Context: an optimization exercise on an open-source flow, tuned for small area and a short achievable clock period. The choices shown serve that exercise and are no tape-out recipe.
Function was checked by simulation only, so behaviour that the tests miss may differ from the original.
No activity file was given, so power comes from the tool's default toggle rates.

==> flow/design.v (excerpt) <==
module breakout_top (
    input  logic        clk,
    input  logic        rst,
    input  logic [3:0]  ctrl,      
    input  logic        vsync,
    input  logic [20:0] px,        
    output logic [23:0] rgb,       
    output logic        started,
    output logic        over
);
==> flow/config.mk <==
export PLATFORM = sky130hd
export DESIGN_NAME = breakout_top
export DESIGN_NICKNAME = breakout_top
export VERILOG_FILES = /design/flow/design.v
export SDC_FILE = /design/flow/constraint.sdc
export NUM_CORES = 4
export LEC_CHECK = 0
export CAP_MARGIN = 20
export CORE_MARGIN = 2
export CORE_UTILIZATION = 40
export CTS_BUF_LIST = sky130_fd_sc_hd__clkbuf_8
export SLEW_MARGIN = 20
==> flow/constraint.sdc <==
create_clock -name core_clock -period 14.0 [get_ports {clk}]
set_input_delay 2.8000 -clock core_clock [delete_from_list [all_inputs] [get_ports {clk}]]
set_output_delay 2.8000 -clock core_clock [all_outputs]
set_load 0.01 [all_outputs]
standard.sh (not shown) runs the stock make flow with config.mk's settings and CLKGATE_MAP_FILE= SYNTH_SCRIPT=/design/flow/synth_recipe.tcl, a recipe that flattens the netlist after the stock synthesis.
==> flow/flow/run.sh <==
#!/bin/bash
# Standard layout, with the port buffers made from buf_2 cells instead of the default pick.
set -euo pipefail
bash standard.sh "BUFFER_PORTS_ARGS=-buffer_cell sky130_fd_sc_hd__buf_2" finish > standard_make.log 2>&1
The first run finished clean.
Rerun with:
==> flow/flow/run.sh (replaced) <==
#!/bin/bash
# Standard layout, with buf_2 port buffers and timing repair aiming for 9.2 ns of setup slack.
set -euo pipefail
bash standard.sh "BUFFER_PORTS_ARGS=-buffer_cell sky130_fd_sc_hd__buf_2" SETUP_SLACK_MARGIN=9.2 finish > standard_make.log 2>&1
- CORE_UTILIZATION: 40 -> 60
- GPL_TIMING_DRIVEN: unset -> 1
Effect:
- The changed run finished clean
- fmax rises by 8.2%
- utilization goes up by 23 points
- hold slack gets better by 5.0 ps
Rerun with:
==> flow/flow/run.sh (replaced) <==
#!/bin/bash
# Standard layout, with the port buffers made from buf_4 cells instead of the default pick.
set -euo pipefail
bash standard.sh "BUFFER_PORTS_ARGS=-buffer_cell sky130_fd_sc_hd__buf_4" finish > standard_make.log 2>&1
- CORE_UTILIZATION: 60 -> 40
- CTS_BUF_LIST: sky130_fd_sc_hd__clkbuf_8 -> unset
- GPL_TIMING_DRIVEN: 1 -> unset
Result:
- first-iteration DRC count came out lower by 29%
- clock skew came out lower by 12 ps
- core utilization came out lower by 22 points
- combinational power came out lower by 5.4%
- worst hold slack stays flat
Rerun with:
==> flow/flow/run.sh (replaced) <==
#!/bin/bash
# Standard layout, with the port buffers made from buf_2 cells instead of the default pick.
set -euo pipefail
bash standard.sh "BUFFER_PORTS_ARGS=-buffer_cell sky130_fd_sc_hd__buf_2" finish > standard_make.log 2>&1
- CORE_UTILIZATION: 40 -> 60
- CTS_BUF_LIST: unset -> sky130_fd_sc_hd__clkbuf_8
The changed run went through all stages and came out clean.
Sequential share of layout area is higher by 1.0 points.
Clock skew is higher by 6.6 ps.
Design area came out lower by a few percent.
Rerun with:
==> flow/flow/run.sh (replaced) <==
#!/bin/bash
# Standard layout, with buf_2 port buffers and timing repair aiming for 10.5 ns of setup slack.
set -euo pipefail
bash standard.sh "BUFFER_PORTS_ARGS=-buffer_cell sky130_fd_sc_hd__buf_2" SETUP_SLACK_MARGIN=10.5 finish > standard_make.log 2>&1
Hold slack hardly moves.
Setup slack is better by 440 ps.
Flip-flop and latch count is unchanged.
Via count goes up by 6.0%.
Sequential share of layout area went down by 3.3 points.
Power is higher by 19%.
Maximum frequency climbs by 9.3%.
Cell area goes up by 17%.
Area after synthesis stays the same.
Clock-buffer cell count went down by 1.
Synthesized cell count does not change.
Rerun with:
==> flow/flow/run.sh (replaced) <==
#!/bin/bash
# Standard layout, with buf_2 port buffers and timing repair aiming for 9.0 ns of setup slack.
set -euo pipefail
bash standard.sh "BUFFER_PORTS_ARGS=-buffer_cell sky130_fd_sc_hd__buf_2" SETUP_SLACK_MARGIN=9.0 finish > standard_make.log 2>&1
Outcome: Sequential power hardly moves; final area is lower by 14%; sequential share of layout area went up by 3.1 points; first-iteration DRC count decreases by 2.8%; synthesized area does not change.


breakout_top, a different RTL version from the one above (not shown whole).
Size in the first run: roughly 980 cells after synthesis, ~77 flip-flops, ~54 I/O pins.
export LEC_CHECK = 0
export CAP_MARGIN = 20
export CORE_MARGIN = 2
export CORE_UTILIZATION = 40
export SLEW_MARGIN = 20
create_clock -name core_clock -period 14.0 [get_ports {clk}]
==> flow/flow/run.sh <==
#!/bin/bash
# Standard layout, with the port buffers made from buf_2 cells instead of the default pick.
set -euo pipefail
bash standard.sh "BUFFER_PORTS_ARGS=-buffer_cell sky130_fd_sc_hd__buf_2" finish > standard_make.log 2>&1
Change:
==> flow/flow/run.sh (replaced) <==
#!/bin/bash
# Standard layout, with the port buffers made from buf_4 cells instead of the default pick.
set -euo pipefail
bash standard.sh "BUFFER_PORTS_ARGS=-buffer_cell sky130_fd_sc_hd__buf_4" finish > standard_make.log 2>&1
What happened:
- worst setup slack gets better by 0.017 ns
- critical path depth stays the same
- routed wire length is about the same
- global-route usage went down by 0.16 points


## amber
breakout_top with an RTL version that a note above also has.
For scale: roughly 980 cells after synthesis, ~54 I/O pins, roughly 7900 um^2 of cells after synthesis.
## breakout_top
module breakout_top (
    input  logic        clk,
    input  logic        rst,
    input  logic [3:0]  ctrl,      
    input  logic        vsync,
    input  logic [20:0] px,        
    output logic [23:0] rgb,       
    output logic        started,
    output logic        over
);
export LEC_CHECK = 0
export CAP_MARGIN = 20
export CORE_MARGIN = 2
export CORE_UTILIZATION = 60
export CTS_BUF_LIST = sky130_fd_sc_hd__clkbuf_8
export SLEW_MARGIN = 20
create_clock -name core_clock -period 14.0 [get_ports {clk}]
==> flow/flow/run.sh <==
#!/bin/bash
# Standard layout, with buf_2 port buffers and timing repair aiming for 9.3 ns of setup slack.
set -euo pipefail
bash standard.sh "BUFFER_PORTS_ARGS=-buffer_cell sky130_fd_sc_hd__buf_2" SETUP_SLACK_MARGIN=9.3 finish > standard_make.log 2>&1
Input changes introduced in nickel (baseline for comparison: amber):
Settings: changing CORE_UTILIZATION from 60 to 75.
==> flow/flow/run.sh <==
#!/bin/bash
# Standard layout, with buf_2 port buffers and timing repair aiming for 9.4 ns of setup slack.
set -euo pipefail
bash standard.sh "BUFFER_PORTS_ARGS=-buffer_cell sky130_fd_sc_hd__buf_2" SETUP_SLACK_MARGIN=9.4 finish > standard_make.log 2>&1
Results
Going from amber to nickel, part of the cycle the worst path needs grows by 0.41 points. On worst slack on hold paths, nickel and amber are basically level. Diff amber -> nickel: final instance area rose 110 um^2; signed area change from the synthesized netlist to the final layout now sits higher. nickel: setup slack is 0.058 ns lower than what amber reported. nickel vs. amber: inserted tap cell count decreased about 20%; total power increased 46 uW; first-pass GRT wire length increased 1.7%. Of nickel and amber, the run reporting the higher final routed wirelength across all metal layers was nickel.
### nickel -> raven
Settings: CORE_UTILIZATION changed from 75 to 60.
Footprint of the multi-input gates: lower on raven. There was hardly any difference in sequential fraction of total cell area between nickel and raven. Global-route usage down 8.7 points in raven wrt nickel. raven | stages: all done | timing, DRC, antenna: all pass. On final-layout clock-cell area share, raven tracks nickel almost exactly. Compared with nickel, in raven wire length of the first global-routing pass went down by 1.8%; hold slack about even; ratio of final minimum period to clock period went down by 0.60 points; core outline area has increased. The higher routed wire length came out of nickel. Going from nickel to raven, the power per standard cell area was found to have gone down by 3.6%. raven vs nickel — starting utilization of the core area dropped 15 points.
Relative to raven, the following input files were edited for willow:
==> flow/flow/run.sh <==
#!/bin/bash
# Standard layout, with buf_2 port buffers and timing repair aiming for 9.2 ns of setup slack.
set -euo pipefail
bash standard.sh "BUFFER_PORTS_ARGS=-buffer_cell sky130_fd_sc_hd__buf_2" SETUP_SLACK_MARGIN=9.2 finish > standard_make.log 2>&1
==> comparison <==
- Per the comparison of willow with raven, shortest period the worst path allows increased by 0.052 ns relative to the old numbers, final design instance area without fill decreased by about 3% relative to the old numbers, critical path depth decreased by 7 relative to the old numbers, non-clock buffer count decreased by 11% relative to the old numbers.
- willow ended with every stage complete and zero timing, DRC or antenna violations.
- Having completed the whole flow, raven delivered a layout that passed the timing, design-rule and antenna checks.
- Higher proportion of power drawn by the clock network among raven and willow: willow
- Compared with raven, willow shows half-perimeter wire length of the detailed placement result higher by about 0.9%.
- Reported for raven and willow, share of flip-flops with an asynchronous set or reset after synthesis turned out identical to the last digit.
- raven → willow: fmax shows a reduction of about 1.1%; multi-input gate share of the layout cell area shows a reduction of 0.19 points; CTS buffer count shows no meaningful change; hold slack shows an increase of 0.0057 ns.


Another version of the RTL of breakout_top (not shown whole).
Size in the first run: about 77 flip-flops, about 54 I/O pins, ~7700 um^2 of cells after synthesis.
Settings: LEC_CHECK=0, CAP_MARGIN=20, CORE_MARGIN=2, CORE_UTILIZATION=60, CTS_BUF_LIST=sky130_fd_sc_hd__clkbuf_8, SLEW_MARGIN=20; clock period 14.0 ns.
==> flow/flow/run.sh <==
#!/bin/bash
# Standard layout, with buf_2 port buffers and timing repair aiming for 9.0 ns of setup slack.
set -euo pipefail
bash standard.sh "BUFFER_PORTS_ARGS=-buffer_cell sky130_fd_sc_hd__buf_2" SETUP_SLACK_MARGIN=9.0 finish > standard_make.log 2>&1
Then changed:
==> flow/flow/run.sh (replaced) <==
#!/bin/bash
# Standard layout, with buf_2 port buffers and timing repair aiming for 9.4 ns of setup slack.
set -euo pipefail
bash standard.sh "BUFFER_PORTS_ARGS=-buffer_cell sky130_fd_sc_hd__buf_2" SETUP_SLACK_MARGIN=9.4 finish > standard_make.log 2>&1
Register-to-register slack gains 0.05 ns.
Worst hold slack improves by 0.0059 ns.
Die area stays the same.
Cell area grows by 4.0%.
Non-clock buffer count goes up by 9.
Total power rose by 5.2%.
Global-route usage climbs by 0.60 points.
Core utilization goes up by 2.6 points.
Then changed:
==> flow/flow/run.sh (replaced) <==
#!/bin/bash
# Standard layout, with buf_2 port buffers and timing repair aiming for 9.2 ns of setup slack.
set -euo pipefail
bash standard.sh "BUFFER_PORTS_ARGS=-buffer_cell sky130_fd_sc_hd__buf_2" SETUP_SLACK_MARGIN=9.2 finish > standard_make.log 2>&1
=>
- The changed run ran to the end with no violations
- maximum frequency falls by a few percent
- wire length went down by a few percent
- power drops by a few percent
- sequential power goes down slightly
- global-route usage rose by 0.11 points
- core utilization decreases by 2.1 points
- design area shrinks by a few percent
- clock power climbs by roughly a tenth
- clock skew is lower by 0.0051 ns

static timing again, ports no longer ideal:
The results above use ideal ports. As a check the final layouts listed here were re-extracted and re-timed, cells and wires unchanged. Step 1, drivers: a clkbuf_16 drives clk and a buf_2 each remaining input, both assumed. Step 2 adds t to the input delays and takes it off the output delays; t is the mean of the earliest and latest rising clock arrival at the registers after step 1. Input paths then give back, and output paths get back, about the clock's delay inside the block. Slacks: ideal / step 1 / step 2; pairs: ideal / step 1.
| run | t, ns | slack for setup (ns) | latest minus earliest clock arrival (ns) | slew at the worst register clock pin (ns) | worst slew at a driven data input, ns |
|---|---|---|---|---|---|
| the first run of note 1 | 0.415 | 8.897 / 8.901 / 8.486 | 0.024 / 0.024 | 0.11 / 0.11 | 0.08 |
| the second run of note 1 | 0.412 | 9.282 / 9.246 / 8.851 | 0.020 / 0.020 | 0.10 / 0.10 | 0.08 |
| the third run of note 1 | 0.388 | 8.993 / 9.003 / 8.615 | 0.008 / 0.008 | 0.07 / 0.07 | 0.07 |
| the fourth run of note 1 | 0.425 | 8.882 / 8.900 / 8.475 | 0.017 / 0.017 | 0.10 / 0.10 | 0.07 |
| the fifth run of note 1 | 0.416 | 9.318 / 9.322 / 8.905 | 0.021 / 0.021 | 0.11 / 0.11 | 0.09 |
| the sixth run of note 1 | 0.408 | 9.118 / 9.137 / 8.729 | 0.009 / 0.009 | 0.10 / 0.10 | 0.05 |
| the first run of note 2 | 0.394 | 8.996 / 9.024 / 8.631 | 0.011 / 0.011 | 0.07 / 0.07 | 0.05 |
| the second run of note 2 | 0.384 | 9.014 / 9.028 / 8.645 | 0.017 / 0.017 | 0.07 / 0.07 | 0.04 |
| amber | 0.417 | 9.308 / 9.293 / 8.890 | 0.018 / 0.017 | 0.10 / 0.10 | 0.06 |
| nickel | 0.402 | 9.250 / 9.262 / 8.860 | 0.014 / 0.015 | 0.10 / 0.10 | 0.05 |
| raven | 0.408 | 9.333 / 9.301 / 8.938 | 0.014 / 0.014 | 0.09 / 0.09 | 0.08 |
| willow | 0.412 | 9.282 / 9.246 / 8.851 | 0.020 / 0.020 | 0.10 / 0.10 | 0.08 |
| the first run of note 4 | 0.403 | 9.194 / 9.161 / 8.854 | 0.011 / 0.011 | 0.09 / 0.09 | 0.04 |
| the second run of note 4 | 0.409 | 9.414 / 9.375 / 9.050 | 0.016 / 0.017 | 0.10 / 0.10 | 0.04 |
| the third run of note 4 | 0.413 | 9.283 / 9.244 / 8.944 | 0.010 / 0.010 | 0.10 / 0.10 | 0.04 |
After both steps setup and hold are still met in every run listed.
